What follows belongs to an exercise in optimizing a design on an open flow for small area, a short achievable clock period and few clock cycles; a production flow would make more cautious choices. In this exercise RTL edits were held to simulation tests only and were not proved equivalent to the original. Power and IR drop assume default switching activity.

**design/flow/design.v**
```verilog
`default_nettype none
package exec_pkg;
  localparam int NUM_REGS = 16;
  localparam int APB_AW = 8;
  localparam int WORD_W = 64;
  typedef logic [WORD_W-1:0] word_t;
  typedef logic [3:0] reg_idx_t;
  typedef struct packed {
    logic c;
    logic v;
    logic n;
    logic z;
  } flags_t;
  typedef enum logic [3:0] {
    OP_ADD  = 4'd0,
    OP_SUB  = 4'd1,
    OP_AND  = 4'd2,
    OP_XOR  = 4'd3,
    OP_OR   = 4'd4,
    OP_SHL  = 4'd5,
    OP_SHR  = 4'd6,
    OP_SAR  = 4'd7,
    OP_SXT  = 4'd8,
    OP_MOVI = 4'd9,
    OP_ADDI = 4'd10
  } opcode_e;
  typedef enum logic [3:0] {
    COND_EQ, COND_NE, COND_CS, COND_CC,
    COND_MI, COND_PL, COND_VS, COND_VC,
    COND_HI, COND_LS, COND_GE, COND_LT,
    COND_GT, COND_LE, COND_AL, COND_NV
  } cond_e;
  localparam int CMD_FIELD_W = 4;
  localparam int CMD_OP_LSB = 0;
  localparam int CMD_COND_LSB = 4;
  localparam int CMD_RD_LSB = 8;
  localparam int CMD_RA_LSB = 12;
  localparam int CMD_RB_LSB = 16;
  typedef enum logic [APB_AW-1:0] {
    ADDR_CMD     = 8'h00,
    ADDR_IMM_LO  = 8'h04,
    ADDR_IMM_HI  = 8'h08,
    ADDR_REG_SEL = 8'h0C,
    ADDR_DATA_LO = 8'h10,
    ADDR_DATA_HI = 8'h14,
    ADDR_FLAGS   = 8'h18
  } apb_addr_e;
endpackage
`default_nettype wire
`timescale 1ns/1ps
`default_nettype none
module reg_file #(
  parameter int ENTRY_W = exec_pkg::WORD_W,
  parameter int NUM_REGS = exec_pkg::NUM_REGS,
  parameter int NUM_READ = 1
) (
  input wire clk,
  input wire rst,
  input wire we,
  input wire exec_pkg::reg_idx_t waddr,
  input wire [ENTRY_W-1:0] wdata,
  input wire exec_pkg::reg_idx_t [NUM_READ-1:0] raddr,
  output logic [NUM_READ-1:0][ENTRY_W-1:0] rdata
);
  logic [ENTRY_W-1:0] mem [NUM_REGS];
  always_ff @(posedge clk) begin
    if (rst) begin
      for (int i = 0; i < NUM_REGS; i++) begin
        mem[i] <= '0;
      end
    end else if (we) begin
      mem[waddr] <= wdata;
    end
  end
  always_ff @(posedge clk) begin
    if (rst) begin
      rdata <= '0;
    end else begin
      for (int p = 0; p < NUM_READ; p++) begin
        rdata[p] <= mem[raddr[p]];
      end
    end
  end
endmodule
`default_nettype wire
`timescale 1ns/1ps
`default_nettype none
module int_alu (
  input wire exec_pkg::opcode_e op,
  input wire exec_pkg::cond_e cond,
  input wire exec_pkg::word_t a,
  input wire exec_pkg::word_t b,
  input wire exec_pkg::word_t imm,
  input wire exec_pkg::flags_t flags_in,
  output exec_pkg::word_t result,
  output exec_pkg::flags_t flags_out,
  output logic commit
);
  logic cond_ok;
  logic op_valid;
  logic is_add;
  logic is_sub;
  logic signs_ne;
  exec_pkg::word_t addend;
  logic [64:0] sum;
  logic [5:0] shamt;
  assign signs_ne = flags_in.n ^ flags_in.v;
  always_comb begin
    case (cond)
      exec_pkg::COND_EQ: cond_ok = flags_in.z;
      exec_pkg::COND_NE: cond_ok = !flags_in.z;
      exec_pkg::COND_CS: cond_ok = flags_in.c;
      exec_pkg::COND_CC: cond_ok = !flags_in.c;
      exec_pkg::COND_MI: cond_ok = flags_in.n;
      exec_pkg::COND_PL: cond_ok = !flags_in.n;
      exec_pkg::COND_VS: cond_ok = flags_in.v;
      exec_pkg::COND_VC: cond_ok = !flags_in.v;
      exec_pkg::COND_HI: cond_ok = flags_in.c && !flags_in.z;
      exec_pkg::COND_LS: cond_ok = !flags_in.c || flags_in.z;
      exec_pkg::COND_GE: cond_ok = !signs_ne;
      exec_pkg::COND_LT: cond_ok = signs_ne;
      exec_pkg::COND_GT: cond_ok = !signs_ne && !flags_in.z;
      exec_pkg::COND_LE: cond_ok = signs_ne || flags_in.z;
      exec_pkg::COND_AL: cond_ok = 1'b1;
      default: cond_ok = 1'b0;
    endcase
  end
  assign is_sub = (op == exec_pkg::OP_SUB);
  assign is_add = (op == exec_pkg::OP_ADD) || is_sub || (op == exec_pkg::OP_ADDI);
  always_comb begin
    case (op)
      exec_pkg::OP_SUB: addend = ~b;
      exec_pkg::OP_ADDI: addend = imm;
      default: addend = b;
    endcase
  end
  assign sum = {1'b0, a} + {1'b0, addend} + {64'd0, is_sub};
  assign shamt = b[5:0];
  always_comb begin
    op_valid = 1'b1;
    case (op)
      exec_pkg::OP_ADD,
      exec_pkg::OP_SUB,
      exec_pkg::OP_ADDI: result = sum[63:0];
      exec_pkg::OP_AND: result = a & b;
      exec_pkg::OP_XOR: result = a ^ b;
      exec_pkg::OP_OR: result = a | b;
      exec_pkg::OP_SHL: result = a << shamt;
      exec_pkg::OP_SHR: result = a >> shamt;
      exec_pkg::OP_SAR: result = $signed(a) >>> shamt;
      exec_pkg::OP_SXT: result = {{32{a[31]}}, a[31:0]};
      exec_pkg::OP_MOVI: result = imm;
      default: begin
        result = '0;
        op_valid = 1'b0;
      end
    endcase
  end
  always_comb begin
    flags_out = '0;
    if (is_add) begin
      flags_out.c = sum[64];
      flags_out.v = (a[63] == addend[63]) && (sum[63] != a[63]);
    end
    flags_out.n = result[63];
    flags_out.z = (result == '0);
  end
  assign commit = cond_ok && op_valid;
endmodule
`default_nettype wire
`timescale 1ns/1ps
`default_nettype none
module exec_ctrl #(
  parameter int NUM_REGS = exec_pkg::NUM_REGS
) (
  input wire clk,
  input wire rst,
  input wire psel,
  input wire penable,
  input wire pwrite,
  input wire [exec_pkg::APB_AW-1:0] paddr,
  input wire [31:0] pwdata,
  output logic [31:0] prdata,
  output logic pready,
  output logic pslverr,
  output logic data_we,
  output exec_pkg::reg_idx_t data_waddr,
  output exec_pkg::word_t data_wdata,
  output exec_pkg::reg_idx_t [1:0] data_raddr,
  input wire exec_pkg::word_t [1:0] data_rdata,
  output logic flag_we,
  output exec_pkg::reg_idx_t flag_waddr,
  output exec_pkg::flags_t flag_wdata,
  output exec_pkg::reg_idx_t flag_raddr,
  input wire exec_pkg::flags_t flag_rdata,
  output exec_pkg::opcode_e alu_op,
  output exec_pkg::cond_e alu_cond,
  output exec_pkg::word_t alu_imm,
  input wire exec_pkg::word_t alu_result,
  input wire exec_pkg::flags_t alu_flags,
  input wire alu_commit
);
  localparam logic [1:0] STEP_READ = 2'd0;
  localparam logic [1:0] STEP_EXEC = 2'd1;
  localparam logic [1:0] STEP_WB = 2'd2;
  logic access;
  logic cmd_wr;
  logic mapped;
  logic sel_bad;
  logic wr_done;
  logic wb;
  logic [1:0] step;
  logic [31:0] rd_mux;
  exec_pkg::reg_idx_t cmd_rd;
  exec_pkg::reg_idx_t cmd_ra;
  exec_pkg::reg_idx_t cmd_rb;
  exec_pkg::reg_idx_t reg_sel;
  exec_pkg::word_t imm_q;
  logic [31:0] data_lo_q;
  exec_pkg::word_t res_q;
  exec_pkg::flags_t flags_q;
  logic commit_q;
  assign access = psel && penable;
  assign cmd_wr = access && pwrite && (paddr == exec_pkg::ADDR_CMD);
  assign cmd_rd = pwdata[exec_pkg::CMD_RD_LSB +: exec_pkg::CMD_FIELD_W];
  assign cmd_ra = pwdata[exec_pkg::CMD_RA_LSB +: exec_pkg::CMD_FIELD_W];
  assign cmd_rb = pwdata[exec_pkg::CMD_RB_LSB +: exec_pkg::CMD_FIELD_W];
  assign alu_op = exec_pkg::opcode_e'(pwdata[exec_pkg::CMD_OP_LSB +: exec_pkg::CMD_FIELD_W]);
  assign alu_cond = exec_pkg::cond_e'(pwdata[exec_pkg::CMD_COND_LSB +: exec_pkg::CMD_FIELD_W]);
  assign alu_imm = imm_q;
  always_comb begin
    mapped = 1'b1;
    rd_mux = '0;
    case (paddr)
      exec_pkg::ADDR_CMD: rd_mux = '0;
      exec_pkg::ADDR_IMM_LO: rd_mux = imm_q[31:0];
      exec_pkg::ADDR_IMM_HI: rd_mux = imm_q[63:32];
      exec_pkg::ADDR_REG_SEL: rd_mux = 32'(reg_sel);
      exec_pkg::ADDR_DATA_LO: rd_mux = data_rdata[0][31:0];
      exec_pkg::ADDR_DATA_HI: rd_mux = data_rdata[0][63:32];
      exec_pkg::ADDR_FLAGS: rd_mux = 32'(flag_rdata);
      default: mapped = 1'b0;
    endcase
  end
  assign sel_bad = pwrite && (paddr == exec_pkg::ADDR_REG_SEL) &&
                   (pwdata >= 32'(NUM_REGS));
  assign pready = access && (!cmd_wr || step == STEP_WB);
  assign pslverr = pready && (!mapped || sel_bad);
  assign prdata = (pready && !pwrite) ? rd_mux : '0;
  assign wr_done = pready && pwrite && !pslverr;
  assign data_raddr[0] = cmd_wr ? cmd_ra : reg_sel;
  assign data_raddr[1] = cmd_wr ? cmd_rb : reg_sel;
  assign flag_raddr = cmd_wr ? cmd_ra : reg_sel;
  assign wb = cmd_wr && (step == STEP_WB) && commit_q;
  assign data_we = wb || (wr_done && paddr == exec_pkg::ADDR_DATA_HI);
  assign data_waddr = cmd_wr ? cmd_rd : reg_sel;
  assign data_wdata = cmd_wr ? res_q : {pwdata, data_lo_q};
  assign flag_we = wb;
  assign flag_waddr = cmd_rd;
  assign flag_wdata = flags_q;
  always_ff @(posedge clk) begin
    if (rst) begin
      step <= STEP_READ;
      commit_q <= 1'b0;
      reg_sel <= '0;
      imm_q <= '0;
    end else begin
      if (!cmd_wr || step == STEP_WB) begin
        step <= STEP_READ;
      end else begin
        step <= step + 2'd1;
      end
      if (cmd_wr && step == STEP_EXEC) begin
        commit_q <= alu_commit;
      end
      if (wr_done) begin
        case (paddr)
          exec_pkg::ADDR_IMM_LO: imm_q[31:0] <= pwdata;
          exec_pkg::ADDR_IMM_HI: imm_q[63:32] <= pwdata;
          exec_pkg::ADDR_REG_SEL: reg_sel <= exec_pkg::reg_idx_t'(pwdata);
          default: ;
        endcase
      end
    end
  end
  always_ff @(posedge clk) begin
    if (cmd_wr && step == STEP_EXEC) begin
      res_q <= alu_result;
      flags_q <= alu_flags;
    end
    if (wr_done && paddr == exec_pkg::ADDR_DATA_LO) begin
      data_lo_q <= pwdata;
    end
  end
endmodule
`default_nettype wire
`timescale 1ns/1ps
`default_nettype none
module exec_unit_top #(
  parameter int NUM_REGS = exec_pkg::NUM_REGS
) (
  input wire clk,
  input wire rst,
  input wire psel,
  input wire penable,
  input wire pwrite,
  input wire [exec_pkg::APB_AW-1:0] paddr,
  input wire [31:0] pwdata,
  output logic [31:0] prdata,
  output logic pready,
  output logic pslverr
);
  logic data_we;
  exec_pkg::reg_idx_t data_waddr;
  exec_pkg::word_t data_wdata;
  exec_pkg::reg_idx_t [1:0] data_raddr;
  exec_pkg::word_t [1:0] data_rdata;
  logic flag_we;
  exec_pkg::reg_idx_t flag_waddr;
  exec_pkg::flags_t flag_wdata;
  exec_pkg::reg_idx_t flag_raddr;
  exec_pkg::flags_t flag_rdata;
  exec_pkg::opcode_e alu_op;
  exec_pkg::cond_e alu_cond;
  exec_pkg::word_t alu_imm;
  exec_pkg::word_t alu_result;
  exec_pkg::flags_t alu_flags;
  logic alu_commit;
  exec_ctrl #(.NUM_REGS(NUM_REGS)) ctrl (
    .clk, .rst, .psel, .penable, .pwrite, .paddr, .pwdata,
    .prdata, .pready, .pslverr,
    .data_we, .data_waddr, .data_wdata, .data_raddr, .data_rdata,
    .flag_we, .flag_waddr, .flag_wdata, .flag_raddr, .flag_rdata,
    .alu_op, .alu_cond, .alu_imm, .alu_result, .alu_flags, .alu_commit
  );
  reg_file #(
    .ENTRY_W(exec_pkg::WORD_W), .NUM_REGS(NUM_REGS), .NUM_READ(2)
  ) data_rf (
    .clk, .rst, .we(data_we), .waddr(data_waddr), .wdata(data_wdata),
    .raddr(data_raddr), .rdata(data_rdata)
  );
  reg_file #(
    .ENTRY_W(4), .NUM_REGS(NUM_REGS), .NUM_READ(1)
  ) flag_rf (
    .clk, .rst, .we(flag_we), .waddr(flag_waddr), .wdata(flag_wdata),
    .raddr(flag_raddr), .rdata(flag_rdata)
  );
  int_alu alu (
    .op(alu_op), .cond(alu_cond), .a(data_rdata[0]), .b(data_rdata[1]), .imm(alu_imm),
    .flags_in(flag_rdata), .result(alu_result), .flags_out(alu_flags), .commit(alu_commit)
  );
endmodule
`default_nettype wire
```
**design/flow/run.sh**
```bash
#!/bin/bash
# synth_recipe.tcl (not shown) runs the flow's synth.tcl, then flattens the netlist and writes it again
# the make line also repeats each setting of config.mk as NAME=value (left out here)
make -C /OpenROAD-flow-scripts/flow DESIGN_CONFIG=/design/flow/config.mk WORK_HOME=/design/flow/orfs CLKGATE_MAP_FILE= SYNTH_SCRIPT=/design/flow/synth_recipe.tcl finish
```
**design/flow/config.mk**
```make
export PLATFORM = sky130hd
export DESIGN_NAME = exec_unit_top
export DESIGN_NICKNAME = exec_unit_top
export VERILOG_FILES = /design/flow/design.v
export SDC_FILE = /design/flow/constraint.sdc
export NUM_CORES = 4
export LEC_CHECK = 0
export CAP_MARGIN = 20
export CORE_MARGIN = 2
export CORE_UTILIZATION = 25
export PLACE_DENSITY = 0.4
export SETUP_SLACK_MARGIN = 0.5
export SLEW_MARGIN = 20
```
**design/flow/constraint.sdc**
```tcl
create_clock -name core_clock -period 10.0 [get_ports {clk}]
set_input_delay 2.0000 -clock core_clock [delete_from_list [all_inputs] [get_ports {clk}]]
set_output_delay 2.0000 -clock core_clock [all_outputs]
set_load 0.01 [all_outputs]
```
==> metrics.md <==
| Metric | Value |
|---|---|
| Die Wd | 591 µm |
| Worst slew pin tran | 1.35 ns |
| Slowest stage delay, CP | around 0.86 ns |
| I/O pin cnt | 79 |
| Cell Area, Synth | 86100 µm² |
| Iteration-0 DRC Markers | 8794 |
| DR vias/cell | 5.76 |
| Yosys cell types | between 90 and 100 |
| Layout Skew | 0.126 ns |
| # resized after CTS | 0 |
| Share of layout cells above drive strength 1 | 19.9% |
| Largest net degree at the start of global routing | between 90 and 100 |
| Final WS setup | 0.751 ns |
| Wire per inst | 39.7 µm |
| Slowest-stage cell, CP | nor4_1 |
| Cell class contributing the biggest share of worst-path delay | simple AND/OR/NAND/NOR gates |
| CTS Root Buffer Type | clkbuf_16 |
| FFs w/ async S/R, synth | 0% |
| Worst path cell trace | buf_2 > nor2b_1 > and3b_2 > nor2_4 > buf_4 > a221o_1 > ha_1 > a21oi_1 > o21ai_0 > a21oi_1 > nand3_1 > o21ai_1 > a21o_1 > a2111oi_0 > or4_1 > or4_1 > nor4_1 > nand4_1 > nor4bb_1 |
| Slew Viols, Final | 0 |
| Vias in the first global route | 68407 |
| Fmax achieved | approximately 110 MHz |
| Arr. time, crit path | 9.89 ns |
| Max-cap violations | 0 |
| Max_slew headroom | 10.1% |
| Hold/Removal Path Class | flip-flop to flip-flop |
| Sinks on Clock Net | 1390 |
| Initial antenna violation count | 50 |
| Crit path launch type | primary input |
| Core box area | 343000 µm² |
| Die height | 591 µm |
| Synthesized instance count | around 7600 |
| Crit path depth | 19 |
| Routed Wire Length | 484000 µm |
| Die area | 349000 µm² |
| Via count | 70236 |
| Critical path capture point type | flip-flop |
| Register area share after synthesis | 46.1% |
| VDD IR-drop max | between 0.1 and 0.15 mV |
| Pre-CTS setup slack | 0.0210 ns |
| Post-CTS Setup Inserts | 0 |
| Mean post-synth cell area | 11.3 µm² |
| Critical path fanouts, max | 34 |
| Clock slew at reported path FFs | around 0.07 ns |
| H-tree levels | 4 |
| Worst hold stages | 1 |
| Fin nets | 7748 |
| Cells on worst reg2reg path | 15 |
| DR DRC count | 0 |
| First-pass iteration count of the detailed router | 8 |
| Fin cells | about 12000 |
| Critical Setup Path Class | primary input to flip-flop |
| EDFF count, synth | 1187 |
| Tmin final | slightly above 9 ns |
| GRT Overall Usage | 27.1% |
| Hpwl dp | ~340000 µm |
| Placed Instances | 11894 |
| Final setup viols | 0 |
| WP data required | 10.64 ns |
| Total power | approximately 14 mW |
| Ys Warns | 4 |
| Status | no timing/DRC/antenna violations |
| First-pass GRT wire length | around 640000 µm |
| Post-CTS Hold Buffers | 0 |
| Mapped Nets | 7859 |
| Final GP Congestion | 1.03 |
| Top_reg_cell synth | edfxtp_1 |
| TritonCTS Buffers | 162 |
| Initial core utilization | 25.1% |
| Clock Latency Late Sink | 0.88 ns |
| Post-DRT Antenna Nets | 0 |
| Row cnt | 215 |
| Grt ovf | 0 |
| PD cells | 140 nW/µm² |
| Unrepaired setup endpoints after global routing | false |
| IO buf count | 78 |
| TNS Setup | 0 ns |
| Clk buf depth | 4 |
| Final hold vios | 0 |
| Area Growth Syn to Fin | 14.6% |
| LEAKAGE | 35.0 nW |
| Final worst-path cycle share | 92.5% |
| Fill count | 35124 |
| Buffer and inverter count on the worst path | 2 |
| TritonCTS clock tree | done |
| Seq cells post-synth | 1390 |
state kept, by name (all words and copies together), names as in the netlist:
register,flops
ctrl.imm_q,64
ctrl.flags_q,4
ctrl.step,2
ctrl.data_lo_q,32
ctrl.commit_q,1
ctrl.res_q,63
data_rf.rdata,128
data_rf.mem,1024
ctrl.reg_sel,4
flag_rf.rdata,4
flag_rf.mem,64
per-layer routing:
layer | part of all wire (%) | GRT usage, %
met1 | 42 | 35.8
met2 | 44 | 41.8
met3 | 7.7 | 5.08
met4 | 6.4 | 14.7
met5 | 0.046 | 0
power by group:
| part | internal, mW | switching (mW) |
|---|---|---|
| Combinational | 0.400 | 0.908 |
| Clock | 3.36 | 2.54 |
| Sequential | 6.45 | 0.116 |
| Total | 10.2 | 3.56 |
worst paths after layout:
| kind | startpoint | endpoint | slack [ns] |
|---|---|---|---|
| max | pwdata[2] | ctrl.flags_q[0] | 0.75 |
| min reg2reg | ctrl.step[0] | ctrl.step[0] | 0.47 |
| min | ctrl.step[0] | ctrl.step[0] | 0.47 |
| max reg2reg | data_rf.rdata[67] | ctrl.flags_q[0] | 2.36 |
synthesized netlist by cell type, drive strengths merged, types with 39 or more instances:
| cell type | number | area share [%] |
|---|---|---|
| a211oi | 315 | 2.7 |
| a21oi | 328 | 1.9 |
| a221o | 70 | 0.81 |
| a221oi | 39 | 0.40 |
| a22oi | 67 | 0.58 |
| and2 | 85 | 0.62 |
| buf | 274 | 1.5 |
| clkbuf | 489 | 2.1 |
| dfxtp | 203 | 4.7 |
| edfxtp | 1187 | 41 |
| ha | 194 | 2.8 |
| inv | 156 | 0.68 |
| mux2 | 88 | 1.2 |
| mux2i | 357 | 4.1 |
| mux4 | 630 | 16 |
| nand2 | 528 | 2.3 |
| nand3 | 75 | 0.44 |
| nand4 | 41 | 0.30 |
| nor2 | 1408 | 6.1 |
| nor2b | 154 | 1.1 |
| nor3 | 76 | 0.45 |
| o211ai | 48 | 0.42 |
| o21ai | 206 | 1.2 |
| o22ai | 41 | 0.30 |
layout by cell type (no fill, tap or decap), types with 48 or more instances in the layout:
cell type,netlist,routed
a211oi_1,315,311
a21oi_1,328,318
a221o_1,70,70
a22oi_1,67,67
and2_1,83,82
buf_4,19,376
clkbuf_16,0,165
clkdlybuf4s50_1,0,73
dfxtp_1,203,183
edfxtp_1,1187,1187
ha_1,194,194
inv_1,154,150
mux2_2,86,86
mux2i_1,357,337
mux4_2,630,630
nand2_1,528,505
nand3_1,75,74
nor2_1,1408,1403
nor2b_1,154,151
nor3_1,75,68
o211ai_1,48,48
o21ai_0,199,190
area by class of cell:
cell class / count / area, µm² / area share (%)
inverter: 159 / 601 / 0.608
antenna: 13 / 32.5 / 0.0330
clock buffer: 216 / 4430 / 4.49
clock inverter: 68 / 614 / 0.622
tap: 4557 / 5700 / 5.78
multi-input combinational: 5306 / 43400 / 43.9
timing repair buffer: 488 / 4210 / 4.26
sequential: 1390 / 39700 / 40.3
cell families after synthesis:
| kind of cell | count (synthesis) | share of synthesized area [%] |
|---|---|---|
| xor gates and xnor gates | 31 | 0.315 |
| AOI/OAI and AO/OA | 1459 | 11.8 |
| buffers and inverters | 922 | 4.36 |
| DFF | 1390 | 46.1 |
| and+or+nand+nor | 2545 | 12.8 |
| adders and majority gates | 196 | 2.86 |
| muxes | 1075 | 21.8 |
metrics by stage:
| step | cell area (µm²) | hold slack, ns | util (%) |
|---|---|---|---|
| 2_1_floorplan | 86100 | 0.432 | - |
| 4_1_cts | 98600 | 0.472 | 28.7 |
| 5_1_grt | 98700 | 0.490 | 28.8 |
| 6_report | 98700 | 0.470 | 28.8 |
| 3_3_place_gp | 93400 | 0.445 | 27.2 |
| 3_5_place_dp | 93500 | 0.463 | 27.3 |
Testbench counts, summed over its fixed seeds: cycles 14,796.

[port drivers added, routing unchanged]
In the flow no input, the clock included, has a driving cell. The finished layout below was timed again as built, in two steps. Step 1: set_driving_cell puts a clkbuf_16 on clk and a buf_2 on each other input, an assumption about the parent block. Step 2 moves the port delays by t, midway between the first and last clock arrival at a register: inputs arrive t later, outputs are due t later. That takes back most of the time a late clock gives input paths. Three values: ideal ports, drivers, drivers and shift; two values: the first two.
t (ns): 0.907
setup WS [ns]: 0.751 / 0.813 / -0.095
worst hold slack (ns): 0.470 / 0.470 / 0.470
slew at the worst register clock pin (ns): 0.08 / 0.08
worst slew at a driven data input, ns: 0.08
With both steps, setup timing fails in this run, where it was met with ideal ports. The setup slack of this run moves by +0.062 ns with the drivers and by -0.846 ns with both steps.
